From an optimization exercise on the open Yosys and OpenROAD flow, aimed at small area; shortcuts taken in it are not production practice.
Where RTL was checked, it was by simulation tests only, not by an equivalence proof against the original.
For run 3, only the layout was checked, not whether the RTL still works.
No activity file was given, so power comes from the tool's default toggle rates.

`design/flow/config.mk`:
```
export PLATFORM = sky130hd
export DESIGN_NAME = pipe_snapshot_top
export DESIGN_NICKNAME = pipe_snapshot_top
export VERILOG_FILES = /design/flow/design.v
export SDC_FILE = /design/flow/constraint.sdc
export NUM_CORES = 4
export LEC_CHECK = 0
export CAP_MARGIN = 20
export CORE_MARGIN = 2
export CORE_UTILIZATION = 40
export SLEW_MARGIN = 20
```
`design/flow/constraint.sdc`:
```
create_clock -name core_clock -period 6.0 [get_ports {clk}]
set_input_delay 1.2000 -clock core_clock [delete_from_list [all_inputs] [get_ports {clk}]]
set_output_delay 1.2000 -clock core_clock [all_outputs]
set_load 0.01 [all_outputs]
```
`design/flow/run.sh`:
```
#!/bin/bash
# synth_recipe.tcl (not shown) runs the flow's synth.tcl, then flattens the netlist and writes it again
# the make line also repeats each setting of config.mk as NAME=value (left out here)
make -C /OpenROAD-flow-scripts/flow DESIGN_CONFIG=/design/flow/config.mk WORK_HOME=/design/flow/orfs CLKGATE_MAP_FILE= SYNTH_SCRIPT=/design/flow/synth_recipe.tcl finish
```
`design/flow/design.v`:
```
`timescale 1ns/10ps
package dbg_pkg;
  localparam int BYTE_W    = 8;    
  localparam int WORD_W    = 32;   
  localparam int PC_W      = 8;    
  localparam int REG_IDX_W = 5;    
  localparam int FRAME_BYTES = 56;
  localparam int IF_BASE  = 0;    
  localparam int ID_BASE  = 6;    
  localparam int EX_BASE  = 29;   
  localparam int MEM_BASE = 45;   
  typedef logic [$clog2(FRAME_BYTES)-1:0] frame_idx_t;
  typedef logic [FRAME_BYTES-1:0][BYTE_W-1:0] frame_t;
  typedef union packed
  {
    logic [WORD_W-1:0]                    word;    
    logic [WORD_W/BYTE_W-1:0][BYTE_W-1:0] bytes;   
  } word_bytes_u;
endpackage
`timescale 1ns/10ps
module snapshot_capture
(
  input  logic                            clk,
  input  logic                            rst_n,
  input  logic [dbg_pkg::PC_W-1:0]        current_pc,
  input  logic [dbg_pkg::PC_W-1:0]        pc_if,
  input  logic [dbg_pkg::WORD_W-1:0]      instr_if,
  input  logic [dbg_pkg::WORD_W-1:0]      data_a_id,
  input  logic [dbg_pkg::WORD_W-1:0]      data_b_id,
  input  logic [dbg_pkg::WORD_W-1:0]      sign_ext_id,
  input  logic [dbg_pkg::PC_W-1:0]        jump_dest_id,
  input  logic [dbg_pkg::REG_IDX_W-1:0]   reg_dest_r_id,
  input  logic [dbg_pkg::REG_IDX_W-1:0]   reg_dest_l_id,
  input  logic                            reg_dst_id,
  input  logic                            alu_src_id,
  input  logic                            mem_to_reg_id,
  input  logic                            reg_write_id,
  input  logic                            mem_read_id,
  input  logic                            mem_write_id,
  input  logic                            branch_id,
  input  logic [1:0]                      alu_op_id,
  input  logic [dbg_pkg::WORD_W-1:0]      result_ie,
  input  logic [dbg_pkg::WORD_W-1:0]      reg2_ie,
  input  logic [dbg_pkg::PC_W-1:0]        jump_dest_ie,
  input  logic                            zero_ie,
  input  logic [dbg_pkg::REG_IDX_W-1:0]   reg_dest_ie,
  input  logic                            mem_to_reg_ie,
  input  logic                            reg_write_ie,
  input  logic                            mem_read_ie,
  input  logic                            mem_write_ie,
  input  logic                            branch_ie,
  input  logic [dbg_pkg::WORD_W-1:0]      mem_data_mem,
  input  logic [dbg_pkg::WORD_W-1:0]      alu_result_mem,
  input  logic [dbg_pkg::REG_IDX_W-1:0]   reg_dest_mem,
  input  logic                            mem_to_reg_mem,
  input  logic                            reg_write_mem,
  input  logic              take,    
  output logic [dbg_pkg::FRAME_BYTES*dbg_pkg::BYTE_W-1:0] frame   
);
  localparam int WORD_BYTES = dbg_pkg::WORD_W / dbg_pkg::BYTE_W;
  logic [dbg_pkg::FRAME_BYTES*dbg_pkg::BYTE_W-1:0] packed_frame;   
  function automatic logic [dbg_pkg::WORD_W-1:0] msb_first(input logic [dbg_pkg::WORD_W-1:0] value);
    for (int i = 0; i < WORD_BYTES; i++)
    begin
      msb_first[i*dbg_pkg::BYTE_W +: dbg_pkg::BYTE_W] = value[(WORD_BYTES - 1 - i)*dbg_pkg::BYTE_W +: dbg_pkg::BYTE_W];
    end
  endfunction
  always_comb
  begin
    packed_frame = '0;   
    packed_frame[(dbg_pkg::IF_BASE)*dbg_pkg::BYTE_W +: dbg_pkg::BYTE_W]     = dbg_pkg::BYTE_W'(current_pc);   
    packed_frame[(dbg_pkg::IF_BASE + 1)*dbg_pkg::BYTE_W +: dbg_pkg::BYTE_W] = dbg_pkg::BYTE_W'(pc_if);        
    packed_frame[(dbg_pkg::IF_BASE + 2)*dbg_pkg::BYTE_W +: dbg_pkg::WORD_W] = msb_first(instr_if);
    packed_frame[(dbg_pkg::ID_BASE)*dbg_pkg::BYTE_W +: dbg_pkg::WORD_W] = msb_first(data_a_id);
    packed_frame[(dbg_pkg::ID_BASE + 4)*dbg_pkg::BYTE_W +: dbg_pkg::WORD_W] = msb_first(data_b_id);
    packed_frame[(dbg_pkg::ID_BASE + 8)*dbg_pkg::BYTE_W +: dbg_pkg::WORD_W] = msb_first(sign_ext_id);
    packed_frame[(dbg_pkg::ID_BASE + 12)*dbg_pkg::BYTE_W +: dbg_pkg::BYTE_W] = dbg_pkg::BYTE_W'(jump_dest_id);
    packed_frame[(dbg_pkg::ID_BASE + 13)*dbg_pkg::BYTE_W +: dbg_pkg::BYTE_W] = dbg_pkg::BYTE_W'(reg_dest_r_id);   
    packed_frame[(dbg_pkg::ID_BASE + 14)*dbg_pkg::BYTE_W +: dbg_pkg::BYTE_W] = dbg_pkg::BYTE_W'(reg_dest_l_id);   
    packed_frame[(dbg_pkg::ID_BASE + 15)*dbg_pkg::BYTE_W +: dbg_pkg::BYTE_W] = dbg_pkg::BYTE_W'(reg_dst_id);
    packed_frame[(dbg_pkg::ID_BASE + 16)*dbg_pkg::BYTE_W +: dbg_pkg::BYTE_W] = dbg_pkg::BYTE_W'(alu_src_id);
    packed_frame[(dbg_pkg::ID_BASE + 17)*dbg_pkg::BYTE_W +: dbg_pkg::BYTE_W] = dbg_pkg::BYTE_W'(mem_to_reg_id);
    packed_frame[(dbg_pkg::ID_BASE + 18)*dbg_pkg::BYTE_W +: dbg_pkg::BYTE_W] = dbg_pkg::BYTE_W'(reg_write_id);
    packed_frame[(dbg_pkg::ID_BASE + 19)*dbg_pkg::BYTE_W +: dbg_pkg::BYTE_W] = dbg_pkg::BYTE_W'(mem_read_id);
    packed_frame[(dbg_pkg::ID_BASE + 20)*dbg_pkg::BYTE_W +: dbg_pkg::BYTE_W] = dbg_pkg::BYTE_W'(mem_write_id);
    packed_frame[(dbg_pkg::ID_BASE + 21)*dbg_pkg::BYTE_W +: dbg_pkg::BYTE_W] = dbg_pkg::BYTE_W'(branch_id);
    packed_frame[(dbg_pkg::ID_BASE + 22)*dbg_pkg::BYTE_W +: dbg_pkg::BYTE_W] = dbg_pkg::BYTE_W'(alu_op_id);   
    packed_frame[(dbg_pkg::EX_BASE)*dbg_pkg::BYTE_W +: dbg_pkg::WORD_W] = msb_first(result_ie);
    packed_frame[(dbg_pkg::EX_BASE + 4)*dbg_pkg::BYTE_W +: dbg_pkg::WORD_W] = msb_first(reg2_ie);   
    packed_frame[(dbg_pkg::EX_BASE + 8)*dbg_pkg::BYTE_W +: dbg_pkg::BYTE_W]  = dbg_pkg::BYTE_W'(jump_dest_ie);
    packed_frame[(dbg_pkg::EX_BASE + 9)*dbg_pkg::BYTE_W +: dbg_pkg::BYTE_W]  = dbg_pkg::BYTE_W'(zero_ie);
    packed_frame[(dbg_pkg::EX_BASE + 10)*dbg_pkg::BYTE_W +: dbg_pkg::BYTE_W] = dbg_pkg::BYTE_W'(reg_dest_ie);
    packed_frame[(dbg_pkg::EX_BASE + 11)*dbg_pkg::BYTE_W +: dbg_pkg::BYTE_W] = dbg_pkg::BYTE_W'(mem_to_reg_ie);
    packed_frame[(dbg_pkg::EX_BASE + 12)*dbg_pkg::BYTE_W +: dbg_pkg::BYTE_W] = dbg_pkg::BYTE_W'(reg_write_ie);
    packed_frame[(dbg_pkg::EX_BASE + 13)*dbg_pkg::BYTE_W +: dbg_pkg::BYTE_W] = dbg_pkg::BYTE_W'(mem_read_ie);
    packed_frame[(dbg_pkg::EX_BASE + 14)*dbg_pkg::BYTE_W +: dbg_pkg::BYTE_W] = dbg_pkg::BYTE_W'(mem_write_ie);
    packed_frame[(dbg_pkg::EX_BASE + 15)*dbg_pkg::BYTE_W +: dbg_pkg::BYTE_W] = dbg_pkg::BYTE_W'(branch_ie);
    packed_frame[(dbg_pkg::MEM_BASE)*dbg_pkg::BYTE_W +: dbg_pkg::WORD_W] = msb_first(mem_data_mem);
    packed_frame[(dbg_pkg::MEM_BASE + 4)*dbg_pkg::BYTE_W +: dbg_pkg::WORD_W] = msb_first(alu_result_mem);
    packed_frame[(dbg_pkg::MEM_BASE + 8)*dbg_pkg::BYTE_W +: dbg_pkg::BYTE_W]  = dbg_pkg::BYTE_W'(reg_dest_mem);
    packed_frame[(dbg_pkg::MEM_BASE + 9)*dbg_pkg::BYTE_W +: dbg_pkg::BYTE_W]  = dbg_pkg::BYTE_W'(mem_to_reg_mem);
    packed_frame[(dbg_pkg::MEM_BASE + 10)*dbg_pkg::BYTE_W +: dbg_pkg::BYTE_W] = dbg_pkg::BYTE_W'(reg_write_mem);   
  end
  always_ff @(posedge clk)
  begin
    if (!rst_n)
    begin
      frame <= '0;
    end
    else if (take)
    begin
      frame <= packed_frame;   
    end
  end
endmodule
`timescale 1ns/10ps
module byte_readout
(
  input  logic                      clk,
  input  logic                      rst_n,
  input  logic                      capture,       
  input  logic                      advance,       
  input  logic [dbg_pkg::FRAME_BYTES*dbg_pkg::BYTE_W-1:0] frame,   
  output logic                      take,          
  output logic [dbg_pkg::BYTE_W-1:0] read_data,
  output logic                      frame_full,
  output logic                      frame_empty
);
  localparam dbg_pkg::frame_idx_t LAST_IDX = dbg_pkg::frame_idx_t'(dbg_pkg::FRAME_BYTES - 1);
  logic       held;      
  dbg_pkg::frame_idx_t rd_idx;    
  logic       adv_ok;    
  assign take   = capture && !held;    
  assign adv_ok = advance && held;     
  always_ff @(posedge clk)
  begin
    if (!rst_n)
    begin
      held   <= 1'b0;
      rd_idx <= '0;
    end
    else if (take)
    begin
      held   <= 1'b1;
      rd_idx <= '0;   
    end
    else if (adv_ok)
    begin
      if (rd_idx == LAST_IDX)
      begin
        held   <= 1'b0;   
        rd_idx <= '0;
      end
      else
      begin
        rd_idx <= rd_idx + dbg_pkg::frame_idx_t'(1);
      end
    end
  end
  assign read_data   = frame[rd_idx*dbg_pkg::BYTE_W +: dbg_pkg::BYTE_W];              
  assign frame_full  = held && (rd_idx == '0);     
  assign frame_empty = !held;
endmodule
`timescale 1ns/10ps
module pipe_snapshot_top
(
  input  logic                            clk,
  input  logic                            rst_n,
  input  logic                            capture,
  input  logic                            advance,
  input  logic [dbg_pkg::PC_W-1:0]        current_pc,
  input  logic [dbg_pkg::PC_W-1:0]        pc_if,
  input  logic [dbg_pkg::WORD_W-1:0]      instr_if,
  input  logic [dbg_pkg::WORD_W-1:0]      data_a_id,
  input  logic [dbg_pkg::WORD_W-1:0]      data_b_id,
  input  logic [dbg_pkg::WORD_W-1:0]      sign_ext_id,
  input  logic [dbg_pkg::PC_W-1:0]        jump_dest_id,
  input  logic [dbg_pkg::REG_IDX_W-1:0]   reg_dest_r_id,
  input  logic [dbg_pkg::REG_IDX_W-1:0]   reg_dest_l_id,
  input  logic                            reg_dst_id,
  input  logic                            alu_src_id,
  input  logic                            mem_to_reg_id,
  input  logic                            reg_write_id,
  input  logic                            mem_read_id,
  input  logic                            mem_write_id,
  input  logic                            branch_id,
  input  logic [1:0]                      alu_op_id,
  input  logic [dbg_pkg::WORD_W-1:0]      result_ie,
  input  logic [dbg_pkg::WORD_W-1:0]      reg2_ie,
  input  logic [dbg_pkg::PC_W-1:0]        jump_dest_ie,
  input  logic                            zero_ie,
  input  logic [dbg_pkg::REG_IDX_W-1:0]   reg_dest_ie,
  input  logic                            mem_to_reg_ie,
  input  logic                            reg_write_ie,
  input  logic                            mem_read_ie,
  input  logic                            mem_write_ie,
  input  logic                            branch_ie,
  input  logic [dbg_pkg::WORD_W-1:0]      mem_data_mem,
  input  logic [dbg_pkg::WORD_W-1:0]      alu_result_mem,
  input  logic [dbg_pkg::REG_IDX_W-1:0]   reg_dest_mem,
  input  logic                            mem_to_reg_mem,
  input  logic                            reg_write_mem,
  output logic [dbg_pkg::BYTE_W-1:0]      read_data,
  output logic                            frame_full,
  output logic                            frame_empty
);
  logic   take;    
  logic [dbg_pkg::FRAME_BYTES*dbg_pkg::BYTE_W-1:0] frame;   
  snapshot_capture snapshot_capture_inst
  (
    .clk    (clk),
    .rst_n  (rst_n),
    .current_pc     (current_pc),
    .pc_if          (pc_if),
    .instr_if       (instr_if),
    .data_a_id      (data_a_id),
    .data_b_id      (data_b_id),
    .sign_ext_id    (sign_ext_id),
    .jump_dest_id   (jump_dest_id),
    .reg_dest_r_id  (reg_dest_r_id),
    .reg_dest_l_id  (reg_dest_l_id),
    .reg_dst_id     (reg_dst_id),
    .alu_src_id     (alu_src_id),
    .mem_to_reg_id  (mem_to_reg_id),
    .reg_write_id   (reg_write_id),
    .mem_read_id    (mem_read_id),
    .mem_write_id   (mem_write_id),
    .branch_id      (branch_id),
    .alu_op_id      (alu_op_id),
    .result_ie      (result_ie),
    .reg2_ie        (reg2_ie),
    .jump_dest_ie   (jump_dest_ie),
    .zero_ie        (zero_ie),
    .reg_dest_ie    (reg_dest_ie),
    .mem_to_reg_ie  (mem_to_reg_ie),
    .reg_write_ie   (reg_write_ie),
    .mem_read_ie    (mem_read_ie),
    .mem_write_ie   (mem_write_ie),
    .branch_ie      (branch_ie),
    .mem_data_mem   (mem_data_mem),
    .alu_result_mem (alu_result_mem),
    .reg_dest_mem   (reg_dest_mem),
    .mem_to_reg_mem (mem_to_reg_mem),
    .reg_write_mem  (reg_write_mem),
    .take   (take),
    .frame  (frame)
  );
  byte_readout byte_readout_inst
  (
    .clk         (clk),
    .rst_n       (rst_n),
    .capture     (capture),
    .advance     (advance),
    .frame       (frame),
    .take        (take),
    .read_data   (read_data),
    .frame_full  (frame_full),
    .frame_empty (frame_empty)
  );
endmodule
```
==> results of run 1 <==
[worst min-delay path: cells and delay by family, from the launching register on]
family,cells,cell delay [ns]
AND/OR/NAND/NOR,1,0.04
flip-flops,1,0.30
AO/OA/AOI/OAI,1,0.06
[metrics by stage]
stage                     hold slack (ns)  util (%)
after floorplan                    0.4386         -
after global placement             0.4497     49.80
after detailed placement           0.4576     49.80
after CTS                          0.4629     53.22
after global routing               0.4819     53.24
final                              0.4580     53.24
[power groups by stage]
stage | registers, mW | logic (mW) | clock network, mW
6_report | 2.43 | 0.691 | 2.36
5_1_grt | 2.45 | 0.756 | 2.48
4_1_cts | 2.43 | 0.696 | 2.39
3_5_place_dp | 2.48 | 0.693 | 0
3_3_place_gp | 2.48 | 0.684 | 0
2_1_floorplan | 2.43 | 0.357 | 0
[sequential cells by signal (all words and copies together), names as in the netlist]
name                         count
byte_readout_inst.held           1
byte_readout_inst.rd_idx         6
snapshot_capture_inst.frame    325
[final cells by class]
cell class | instances | area [um2] | share of cell area (%)
inverter | 5 | 18.77 | 0.09404
multi-input combinational | 1267 | 7811 | 39.14
clock buffer | 58 | 1159 | 5.805
timing repair buffer | 353 | 3550 | 17.79
clock inverter | 9 | 123.9 | 0.6207
tap | 511 | 639.4 | 3.204
sequential | 332 | 6656 | 33.35
[placed cells by master (no fill, tap or decap), types with 8 or more instances in the layout]
cell	n
mux4_2	43
o221ai_1	9
mux2_1	8
nor2_1	15
a21oi_1	15
clkbuf_1	9
buf_4	11
mux2i_1	36
a221oi_1	9
a22oi_1	12
nand2_1	680
mux2_2	9
clkbuf_8	10
clkdlybuf4s50_1	337
a21boi_0	326
dfxtp_1	328
clkbuf_16	40
[how the worst max path moves through the flow]
stage                                        startpoint            to  slack (ns)  depth (start not counted)
6_report       byte_readout_inst.rd_idx[0]$_SDFFE_PP0P_  read_data[7]        0.92                          7
5_1_grt        byte_readout_inst.rd_idx[0]$_SDFFE_PP0P_  read_data[6]        0.74                          7
4_1_cts        byte_readout_inst.rd_idx[0]$_SDFFE_PP0P_  read_data[6]        0.90                          7
3_5_place_dp   byte_readout_inst.rd_idx[0]$_SDFFE_PP0P_  read_data[6]        1.47                          7
3_3_place_gp   byte_readout_inst.rd_idx[0]$_SDFFE_PP0P_  read_data[5]        1.51                          7
2_1_floorplan  byte_readout_inst.rd_idx[0]$_SDFFE_PP0P_  read_data[5]        3.17                          8
[cell families (layout without fill, tap and decap cells)]
family | count (synthesis) | in the layout | synth area share [%]
xor+xnor | 5 | 5 | 0.2888
flops | 332 | 332 | 43.84
compound gates | 425 | 425 | 21.23
buf+inv | 150 | 425 | 4.795
simple gates | 733 | 733 | 18.77
fa+ha+maj | 2 | 2 | 0.1650
mux | 102 | 102 | 10.92
[metal layers]
layer	part of all wire, %	GRT usage [%]
met3	6.4	3.917
met2	47	40.61
met5	0	0
met4	2.0	6.191
met1	45	33.60
==> metrics.cfg, run 1 <==
[finish]
area_growth_pct = 31.63
instances_no_fill = 2535
fill_cells = 3562
drive_above_1_share_pct = 7.411
fin_nets = 2327
n_antenna_cell = 0
final_area_mm2 = 0.01996

[power_and_ir_drop]
power_density_mw_per_mm2 = 274.7
pwr-share-comb_pct = 12.6
pwr-share-clk_pct = 43.0
leakagePower_nw = 7.087
intPower_mw = 4.164
ir_drop_v = 0.0001444
p_seq_share_pct = 44.4
swShare_pct = 24.03
fin_total_pwr_mw = 5.482
switchingPower_mw = 1.317

[clock_tree]
clockRootBuffer = clkbuf_16
clk_pin_slew_ns = 0.06
clkLatencyLatePin_ns = 0.53
cts.repair.resized = 0
cts_max_path_buffers = 3
htree_levels = 2
cts_tree = built
cts_setup_buffers = 0
cts-buffers-inserted = 37
hold_buffers = 0
cts.sink_count = 332

[critical_path]
critPathSlowestCell = dfxtp_4
slowest_delay_ns = 0.99
r2r-end = snapshot_capture_inst.frame[109]$_SDFFE_PN0P_
cp.required_ns = 4.80
cp_max_fo = 50
rr_worst_depth = 5
cp_num_buf_inv = 2
start_kind = flop
criticalPathCategory = reg -> out
reg2reg_from = byte_readout_inst.held$_SDFFE_PN0P_
rrSetupSlack_ns = 3.40
end_kind = output pin
worstPathCellList = buf_4 -> mux4_2 -> nand2_1 -> a311oi_1 -> o21ai_1 -> o31ai_1 -> clkdlybuf4s50_1
arrival_ns = 3.88
crit_family = buffers and inverters

[drt]
vias = 13080
first_pass_iters = 5
viasPerCell = 5.161
first_iter_violations = 953
totalWireLength_um = 49710
ant_nets = 0
wl_per_cell_um = 19.61
route.detailed.drc = 0

[synthesis]
synth_fp_nets = 2080
avgSynthCellArea_um2 = 8.669
synth_seq_cells = 332
synthTopCellsByArea = dfxtp_1 (44%), nand2_1 (17%), a21boi_0 (16%)
synth_ff_type = dfxtp_1
syn_inst = 1749
yosysMostFrequentCell = nand2_1
synth.top_cell.area_share_pct = 43.84
yosys_warnings = 2
synth_area_leader_cell = dfxtp_1
yosysUniqueCellTypes = 64
seq_area_frac_synth_pct = 43.84
synth_edf_count = 0
syn_area_mm2 = 0.01516
async_flop_share_pct = 0
ys_top_cells_by_count = nand2_1 (681), dfxtp_1 (332), a21boi_0 (326), clkbuf_1 (102), mux4_2 (43)

[sta]
slew_headroom_pct = 30.01
hold_viol = 0
post-route-worst-setup-slack_ns = 0.9193
rsz0062_at_grt = false
finClkSkew_ns = 0.01567
finalSetupViolCount = 0
final.setup.tns_ns = 0
layout_min_cycle_time_ns = 5.081
fin_crit_sh_pct = 84.68
finalMaxSlewViolations = 0
worstMarginPinSlew_ns = 1.050
timing.fmax_mhz = 196.8

[min_path]
hp-class = reg -> reg
hp-start = snapshot_capture_inst.frame[89]$_SDFFE_PN0P_
hold_depth = 2
hold_end = snapshot_capture_inst.frame[89]$_SDFFE_PN0P_

[floorplanning]
chipWidth_um = 198.7
initial_core_util_pct = 40.44
pin_count = 339
coreArea_mm2 = 0.03749
rows = 71
die_y_um = 198.7
die_area_mm2 = 0.03948

[status]
status = finished clean

[grt]
grt_pass1_vias = 12790
grt_max_degree = 124
grt_first_pass_wirelength_um = 73820
overflow = 0
grt_use_total_pct = 24.60
antenna_found_initial = 0

[run]
drv_cap = 0

[placed_design]
gp_congestion = 0.9102
dp_hpwl_um = 36310
place_area_mm2 = 0.01867
placed_cells = 2468
portBuffers = 338
pre_cts_ws_ns = 1.469

==> run 2, diff against run 1 <==
--- a/design/flow/design.v
+++ b/design/flow/design.v
@@ -105,7 +105,3 @@
   begin
-    if (!rst_n)
-    begin
-      frame <= '0;
-    end
-    else if (take)
+    if (take)
     begin
@@ -128,8 +124,8 @@
 );
-  localparam dbg_pkg::frame_idx_t LAST_IDX = dbg_pkg::frame_idx_t'(dbg_pkg::FRAME_BYTES - 1);
   logic       held;      
   dbg_pkg::frame_idx_t rd_idx;    
-  logic       adv_ok;    
-  assign take   = capture && !held;    
-  assign adv_ok = advance && held;     
+  logic       last;      
+  logic [dbg_pkg::FRAME_BYTES-1:0] sel;   
+  assign take = capture && !held;    
+  assign last = rd_idx[5] && rd_idx[4] && rd_idx[2] && rd_idx[1] && rd_idx[0];
   always_ff @(posedge clk)
@@ -137,25 +133,26 @@
     if (!rst_n)
-    begin
-      held   <= 1'b0;
+      held <= 1'b0;
+    else if (take)
+      held <= 1'b1;
+    else if (advance && last)
+      held <= 1'b0;   
+  end
+  always_ff @(posedge clk)
+  begin
+    if (take)
       rd_idx <= '0;
-    end
-    else if (take)
-    begin
-      held   <= 1'b1;
-      rd_idx <= '0;   
-    end
-    else if (adv_ok)
-    begin
-      if (rd_idx == LAST_IDX)
-      begin
-        held   <= 1'b0;   
-        rd_idx <= '0;
-      end
-      else
-      begin
-        rd_idx <= rd_idx + dbg_pkg::frame_idx_t'(1);
-      end
-    end
-  end
-  assign read_data   = frame[rd_idx*dbg_pkg::BYTE_W +: dbg_pkg::BYTE_W];              
+    else if (advance)
+      rd_idx <= rd_idx + dbg_pkg::frame_idx_t'(1);
+  end
+  always_comb
+  begin
+    for (int k = 0; k < dbg_pkg::FRAME_BYTES; k++)
+      sel[k] = (rd_idx == dbg_pkg::frame_idx_t'(k));
+  end
+  always_comb
+  begin
+    read_data = '0;
+    for (int k = 0; k < dbg_pkg::FRAME_BYTES; k++)
+      read_data = read_data | ({dbg_pkg::BYTE_W{sel[k]}} & frame[k*dbg_pkg::BYTE_W +: dbg_pkg::BYTE_W]);
+  end
   assign frame_full  = held && (rd_idx == '0);     
==> run 2 against run 1 <==
  * Combinational power up 13%
  * Cell area down 9.4%
  * Routed wire length down 14%
  * First-iteration DRC count up 17%
  * Highest routed layer is now met5
  * Largest cell class is now sequential cells
  * Synthesized cell count down 51%
  * Flip-flop and latch count unchanged
  * Clock skew down 0.0065 ns
  * Largest power group unchanged
  * Register-to-register slack better by 0.54 ns
==> metrics.cfg, run 2 <==
[status]
status = finished clean

[clock_tree]
cts-buffers-inserted = 36
hold_buffers = 0
cts_setup_buffers = 0
cts.repair.resized = 0
cts_tree = built
clk_pin_slew_ns = 0.06
clkLatencyLatePin_ns = 0.52
htree_levels = 2
cts.sink_count = 332
cts_max_path_buffers = 3
clockRootBuffer = clkbuf_16

[power_and_ir_drop]
leakagePower_nw = 6.061
ir_drop_v = 0.0001885
intPower_mw = 4.282
pwr-share-comb_pct = 13.8
switchingPower_mw = 1.359
pwr-share-clk_pct = 37.0
swShare_pct = 24.09
p_seq_share_pct = 49.2
power_density_mw_per_mm2 = 312.0

[floorplanning]
initial_core_util_pct = 40.34
chipWidth_um = 184.4
coreArea_mm2 = 0.03229
die_area_mm2 = 0.03402
rows = 66
die_y_um = 184.4
pin_count = 339

[finish]
n_antenna_cell = 0
regMostFlops = snapshot_capture_inst.frame
drive_above_1_share_pct = 8.210
mostFrequentLayoutCell = clkdlybuf4s50_1
fin_nets = 1525
final_cell_mix = clkdlybuf4s50_1 (338), edfxtp_1 (325), nand3_1 (200), nand4_1 (54), clkbuf_16 (37)
area_growth_pct = 38.79
largest_register_ffs = 325
instances_no_fill = 1660
biggestRegsByFlops = snapshot_capture_inst.frame x325, byte_readout_inst.rd_idx x6, byte_readout_inst.held x1

[sta]
timing.fmax_mhz = 193.8
final.setup.tns_ns = 0
finalMaxSlewViolations = 0
finClkSkew_ns = 0.009126
finalSetupViolCount = 0
hold_viol = 0
worstMarginPinSlew_ns = 1.026
rsz0062_at_grt = false
layout_min_cycle_time_ns = 5.161
fin_crit_sh_pct = 86.02
slew_headroom_pct = 31.53

[critical_path]
cp_max_fo = 16
arrival_ns = 3.96
cp.required_ns = 4.80
start_kind = flop
criticalPathCategory = reg -> out
end_kind = output pin

[grt]
grt_use_met1_pct = 33.68
grt_util_met2_pct = 39.92
grt_first_pass_wirelength_um = 60330
grt_pass1_vias = 9336
grt_use_total_pct = 25.00
grt_max_degree = 118
antenna_found_initial = 1
use_met3_pct = 5.098
top_usage_layer = met2
overflow = 0

[synthesis]
ys_top_cells_by_count = edfxtp_1 (325), nand3_1 (200), nand4_1 (54), clkbuf_1 (48), nand2_1 (21)
synthTopCellsByArea = edfxtp_1 (75%), nand3_1 (7.7%), nand4_1 (2.6%)
seq_area_frac_synth_pct = 76.01
yosys.area_share.xor_xnor_pct = 0.2690
syn_inst = 860
syn_area_mm2 = 0.01302
yosysMostFrequentCell = edfxtp_1
synth.top_cell.area_share_pct = 74.94
synthAdderAreaFrac_pct = 0.3843
async_flop_share_pct = 0
synth_seq_cells = 332
synth_top_family_by_area = simple AND/OR/NAND/NOR gates
yosysUniqueCellTypes = 55
synth_fp_nets = 1193
synth_compound_area_share_pct = 4.621
muxShareOfSynthArea_pct = 1.095
yosys_warnings = 2
synth-simple-area-share_pct = 15.11
avgSynthCellArea_um2 = 15.14
synth_edf_count = 325
synth_area_leader_cell = edfxtp_1
synth_ff_type = edfxtp_1

[drt]
viasPerCell = 5.649
first_pass_iters = 6
wl_per_cell_um = 25.83
totalWireLength_um = 42870
vias = 9378
ant_nets = 0
first_iter_violations = 1116
route.detailed.drc = 0

[placed_design]
placed_cells = 1596
gp_congestion = 0.8562
portBuffers = 338
dp_hpwl_um = 29160

[min_path]
hp-class = reg -> reg

[run]
drv_cap = 0

-- run 2: per-stage QoR --
stage                     worst slack (ns)  utilization [%]  total power, mW  hold WS, ns  area [um2]
after detailed placement             1.335            52.58            3.599       0.5745       16980
after CTS                           0.7810            55.98            5.677       0.5846       18080
after global routing                0.7134            55.98            5.820       0.6285       18080
final                               0.8387            55.98            5.641       0.5870       18080
after global placement               1.488            52.58            3.594       0.5572       16980
after floorplan                      1.853                -            3.121       0.5332       13030
-- run 2: cells by family after synthesis --
group                    Yosys count
flip-flops                       332
AO/OA/AOI/OAI                     75
multiplexers                      13
adder cells (fa/ha/maj)            4
buffers and inverters             76
XOR/XNOR                           4
AND/OR/NAND/NOR                  356
-- run 2: cell type report --
cell class / count / area (um2)
well taps: 442 / 553.0
repair buffers: 363 / 3608
clock buffers: 44 / 952.2
clock inverters: 20 / 147.6
inverters: 7 / 26.28
fillers: 2598 / 14210
multi-input cells: 452 / 2889
flip-flops and latches: 332 / 9899
-- run 2: power groups by stage --
stage | Sequential, mW | Combinational (mW) | Clock [mW]
after floorplan | 2.81 | 0.307 | 0
after global placement | 2.82 | 0.772 | 0
after detailed placement | 2.82 | 0.777 | 0
after CTS | 2.78 | 0.781 | 2.12
after global routing | 2.79 | 0.824 | 2.21
final | 2.78 | 0.780 | 2.08
-- run 2: layer usage --
layer  up-vias  wire (um)
met2       620      20190
met4         2       1563
met3        89       4243
met5         -         12
met1      4550      16860
li1       4117          -
-- run 2: path summary, 6_finish.rpt --
kind / start / to / slack [ns] / cells past startpoint
setup / recovery: byte_readout_inst.rd_idx[0]$_SDFFE_PP0P_ / read_data[1] / 0.84 / 8
setup reg to reg: byte_readout_inst.held$_SDFFE_PN0P_ / snapshot_capture_inst.frame[234]$_DFFE_PP_ / 3.94 / 2
hold reg to reg: byte_readout_inst.rd_idx[1]$_SDFFE_PP0P_ / byte_readout_inst.rd_idx[1]$_SDFFE_PP0P_ / 0.59 / 2
hold / removal: byte_readout_inst.rd_idx[1]$_SDFFE_PP0P_ / byte_readout_inst.rd_idx[1]$_SDFFE_PP0P_ / 0.59 / 2
-- run 2: worst max-delay path: stages (launching register included) --
cell and delay [ns]:
dfxtp_1 0.36, inv_1 0.11, ha_2 0.44, nor3b_2 0.81, and2_0 0.61, a32oi_1 0.10, and4_1 0.29, nand4_1 0.15
clkdlybuf4s50_1 0.55
==> run 3, diff against run 2 <==
--- a/design/flow/design.v
+++ b/design/flow/design.v
@@ -127,3 +127,2 @@
   logic       last;      
-  logic [dbg_pkg::FRAME_BYTES-1:0] sel;   
   assign take = capture && !held;    
@@ -146,12 +145,17 @@
   end
+  logic [7:0] lo;    
+  logic [6:0] hi;    
+  logic [6:0][dbg_pkg::BYTE_W-1:0] grp;   
   always_comb
   begin
-    for (int k = 0; k < dbg_pkg::FRAME_BYTES; k++)
-      sel[k] = (rd_idx == dbg_pkg::frame_idx_t'(k));
-  end
-  always_comb
-  begin
+    for (int l = 0; l < 8; l++) lo[l] = (rd_idx[2:0] == 3'(l));
+    for (int h = 0; h < 7; h++) hi[h] = (rd_idx[5:3] == 3'(h));
     read_data = '0;
-    for (int k = 0; k < dbg_pkg::FRAME_BYTES; k++)
-      read_data = read_data | ({dbg_pkg::BYTE_W{sel[k]}} & frame[k*dbg_pkg::BYTE_W +: dbg_pkg::BYTE_W]);
+    for (int h = 0; h < 7; h++)
+    begin
+      grp[h] = '0;
+      for (int l = 0; l < 8; l++)
+        grp[h] = grp[h] | ({dbg_pkg::BYTE_W{lo[l]}} & frame[(8*h+l)*dbg_pkg::BYTE_W +: dbg_pkg::BYTE_W]);
+      read_data = read_data | ({dbg_pkg::BYTE_W{hi[h]}} & grp[h]);
+    end
   end
==> design/flow/flow/run.sh (new file) <==
#!/bin/bash
# Standard ORFS layout with smaller port buffers and a lighter clock tree.
set -euo pipefail
export BUFFER_PORTS_ARGS="-buffer_cell sky130_fd_sc_hd__buf_1"
export CTS_ARGS="-sink_clustering_enable -repair_clock_nets -dont_use_dummy_load -buf_list {sky130_fd_sc_hd__clkbuf_4 sky130_fd_sc_hd__clkbuf_8} -root_buf sky130_fd_sc_hd__clkbuf_8 -sink_clustering_size 20 -sink_clustering_max_diameter 60"
bash standard.sh > standard.log 2>&1
==> design/flow/standard.sh (new file) <==
#!/bin/bash
# synth_recipe.tcl (not shown) runs the flow's synth.tcl, then flattens the netlist and writes it again
# the make line also repeats each setting of config.mk as NAME=value (left out here)
make -C /OpenROAD-flow-scripts/flow DESIGN_CONFIG=/design/flow/config.mk WORK_HOME=/design/flow/orfs CLKGATE_MAP_FILE= SYNTH_SCRIPT=/design/flow/synth_recipe.tcl "${@:-finish}"
removed: design/flow/run.sh
==> run 3 against run 2 <==
  * Clock skew up 0.052 ns
  * Clock power decreased by 46%
  * Critical path type unchanged
  * Cell count down 14%
  * Die area down 4.8%
  * Utilization is 8.5 points lower
  * Clock-buffer cell count is 15 lower
  * Still clean
==> metrics.cfg, run 3 <==
[floorplanning]
chipWidth_um = 180.0
pin_count = 339
rows = 64
die_area_mm2 = 0.03238
initial_core_util_pct = 40.59
die_y_um = 180.0
coreArea_mm2 = 0.03051

[grt]
overflow = 0
antenna_found_initial = 0
grt_max_degree = 153
grt_use_total_pct = 20.61
grt_first_pass_wirelength_um = 49480
grt_pass1_vias = 7924

[sta]
finClkSkew_ns = 0.06093
worstMarginPinSlew_ns = 0.9783
layout_min_cycle_time_ns = 5.085
finalMaxSlewViolations = 0
slew_headroom_pct = 34.64
final.setup.tns_ns = 0
finalSetupViolCount = 0
hold_viol = 0
fin_crit_sh_pct = 84.75
rsz0062_at_grt = false
timing.fmax_mhz = 196.7

[clock_tree]
clk_pin_slew_ns = 0.07
cts_max_path_buffers = 3
htree_levels = 1
hold_buffers = 0
cts_tree = built
cts_setup_buffers = 0
clkLatencyLatePin_ns = 0.60
cts.repair.resized = 0
cts.sink_count = 332
cts-buffers-inserted = 29
clockRootBuffer = clkbuf_8

[finish]
multi_input_area_mm2 = 0.002285
drive_above_1_share_pct = 7.122
fin_util_pct = 47.50
biggestRegsByFlops = snapshot_capture_inst.frame x325, byte_readout_inst.rd_idx x6, byte_readout_inst.held x1
largest_register_ffs = 325
instances_no_fill = 1422
area_growth_pct = 17.01
regMostFlops = snapshot_capture_inst.frame
mostFrequentLayoutCell = buf_1
final_cell_mix = buf_1 (338), edfxtp_1 (325), a222oi_1 (65), nand2_1 (63), clkbuf_8 (29)
regArea_mm2 = 0.009903
fin_nets = 1362
fill_cells = 2657

[synthesis]
synth_seq_cells = 332
yosysMostFrequentCell = edfxtp_1
yosysUniqueCellTypes = 47
synth_ff_type = edfxtp_1
yosys_warnings = 2
syn_inst = 692
synth_fp_nets = 1027
synth.top_cell.area_share_pct = 78.80
ys_top_cells_by_count = edfxtp_1 (325), a222oi_1 (65), nand2_1 (63), clkbuf_1 (29), mux2_2 (23)
synth_area_leader_cell = edfxtp_1
async_flop_share_pct = 0
seq_area_frac_synth_pct = 79.94
syn_area_mm2 = 0.01238
avgSynthCellArea_um2 = 17.90
synthTopCellsByArea = edfxtp_1 (79%), a222oi_1 (5.3%), mux2_2 (2.1%)
synth_edf_count = 325

[critical_path]
crit_family = flip-flops
arrival_ns = 3.88
slowest_delay_ns = 0.92
start_kind = flop
cp.required_ns = 4.80
end_kind = output pin
criticalPathCategory = reg -> out
worstPathCellList = inv_1 -> buf_4 -> ha_2 -> a22o_1 -> a221o_1 -> o21ai_1 -> o31ai_1 -> or4_1 -> buf_1
critPathSlowestCell = dfxtp_4
cp_num_buf_inv = 3
cp_max_fo = 65

[drt]
first_iter_violations = 979
ant_nets = 0
vias = 7794
viasPerCell = 5.481
route.detailed.drc = 0
totalWireLength_um = 34300
wl_per_cell_um = 24.12
first_pass_iters = 6

[power_and_ir_drop]
fin_total_pwr_mw = 4.657
leakagePower_nw = 4.514
power_density_mw_per_mm2 = 321.4
ir_drop_v = 0.0002085

[run]
drv_cap = 0

[status]
status = finished clean

[placed_design]
dp_hpwl_um = 23610
placed_cells = 1392
portBuffers = 338
gp_congestion = 0.8010

[min_path]
hp-class = reg -> reg

-- run 3: cell types whose count changed in the layout (fill, tap and decap cells not counted), moves of 14 or more --
cell             change
a221oi_1            +14
clkbuf_8            +29
nand2_1             +42
and3_1              -14
clkdlybuf4s50_1    -338
nand3_1            -191
clkbuf_16           -37
a222oi_1            +61
nand4_1             -50
buf_1              +338
-- run 3: routing by layer --
metal  vias to the layer above  global-route usage [%]  part of all wire, %
met5                         -                       0                    0
met4                         0                   4.813                  2.3
met1                      3799                   28.33                   41
met2                       405                   33.16                   47
li1                       3540                       -                    -
met3                        50                   5.207                  9.5
-- run 3: power by group --
part           switching (mW)  internal, mW
registers              0.0654          2.70
logic                   0.471         0.294
clock network           0.697         0.428
total                    1.23          3.42
-- run 3: path summary, 6_finish.rpt --
check	from	to	slack, ns	cells after the start
setup reg to reg	byte_readout_inst.held$_SDFFE_PN0P_	snapshot_capture_inst.frame[176]$_DFFE_PP_	3.88	2
hold / removal	byte_readout_inst.rd_idx[0]$_SDFFE_PP0P_	byte_readout_inst.rd_idx[0]$_SDFFE_PP0P_	0.59	2
hold reg to reg	byte_readout_inst.rd_idx[0]$_SDFFE_PP0P_	byte_readout_inst.rd_idx[0]$_SDFFE_PP0P_	0.59	2
setup / recovery	byte_readout_inst.rd_idx[2]$_SDFFE_PP0P_	read_data[5]	0.92	9
-- run 3: metrics by stage --
step                      hold slack (ns)  area [um2]  setup slack [ns]
after floorplan                    0.5285       12390             1.858
after global placement             0.5571       14080             1.504
after detailed placement           0.5796       14090             1.456
after CTS                          0.5956       14490            0.8482
after global routing               0.6263       14490            0.6234
final                              0.5918       14490            0.9153
-- run 3: worst reg2reg max path, cell delays in order (launching register included) --
cell and delay [ns]:
dfxtp_1 0.39, nor2b_4 0.58, buf_12 0.57
-- run 3: cell families after synthesis --
kind of cell               after synthesis  share of synthesized area [%]
muxes                                   30                          2.698
buffers and inverters                   52                          1.839
and+or+nand+nor                        114                          4.082
AOI/OAI and AO/OA                      154                          10.56
xor gates and xnor gates                 4                         0.2829
DFF                                    332                          79.94
adders and majority gates                6                         0.6062
-- run 3: cell type report --
type	instances	area share [%]
repair buffers	350	9.549
well taps	396	3.419
diodes	1	0.01727
inverters	6	0.1554
multi-input cells	308	15.77
clock buffers	29	2.754
flip-flops and latches	332	68.34

re-timing with driven ports:
In the flow no input, the clock included, has a driving cell. The finished layouts below were timed again as built, in two steps.
Step 1 sets driving cells, clkbuf_16 on the clock port and buf_2 on the other inputs (assumed; they add their load-dependent delay and slew).
Step 2 also shifts input and output timing later by t, the mid clock arrival at the registers, as if the neighbouring blocks saw the same clock.
Three values: ideal ports, drivers, drivers and shift; two values: the first two.
run | shift t [ns] | setup WS [ns] | worst setup path after step 2
run 1 | 0.575 | 0.919 / 0.866 / 1.440 | register to output
run 2 | 0.569 | 0.839 / 0.788 / 1.356 | register to output
run 3 | 0.632 | 0.915 / 0.872 / 1.504 | register to output
After both steps setup and hold are still met in every run listed.
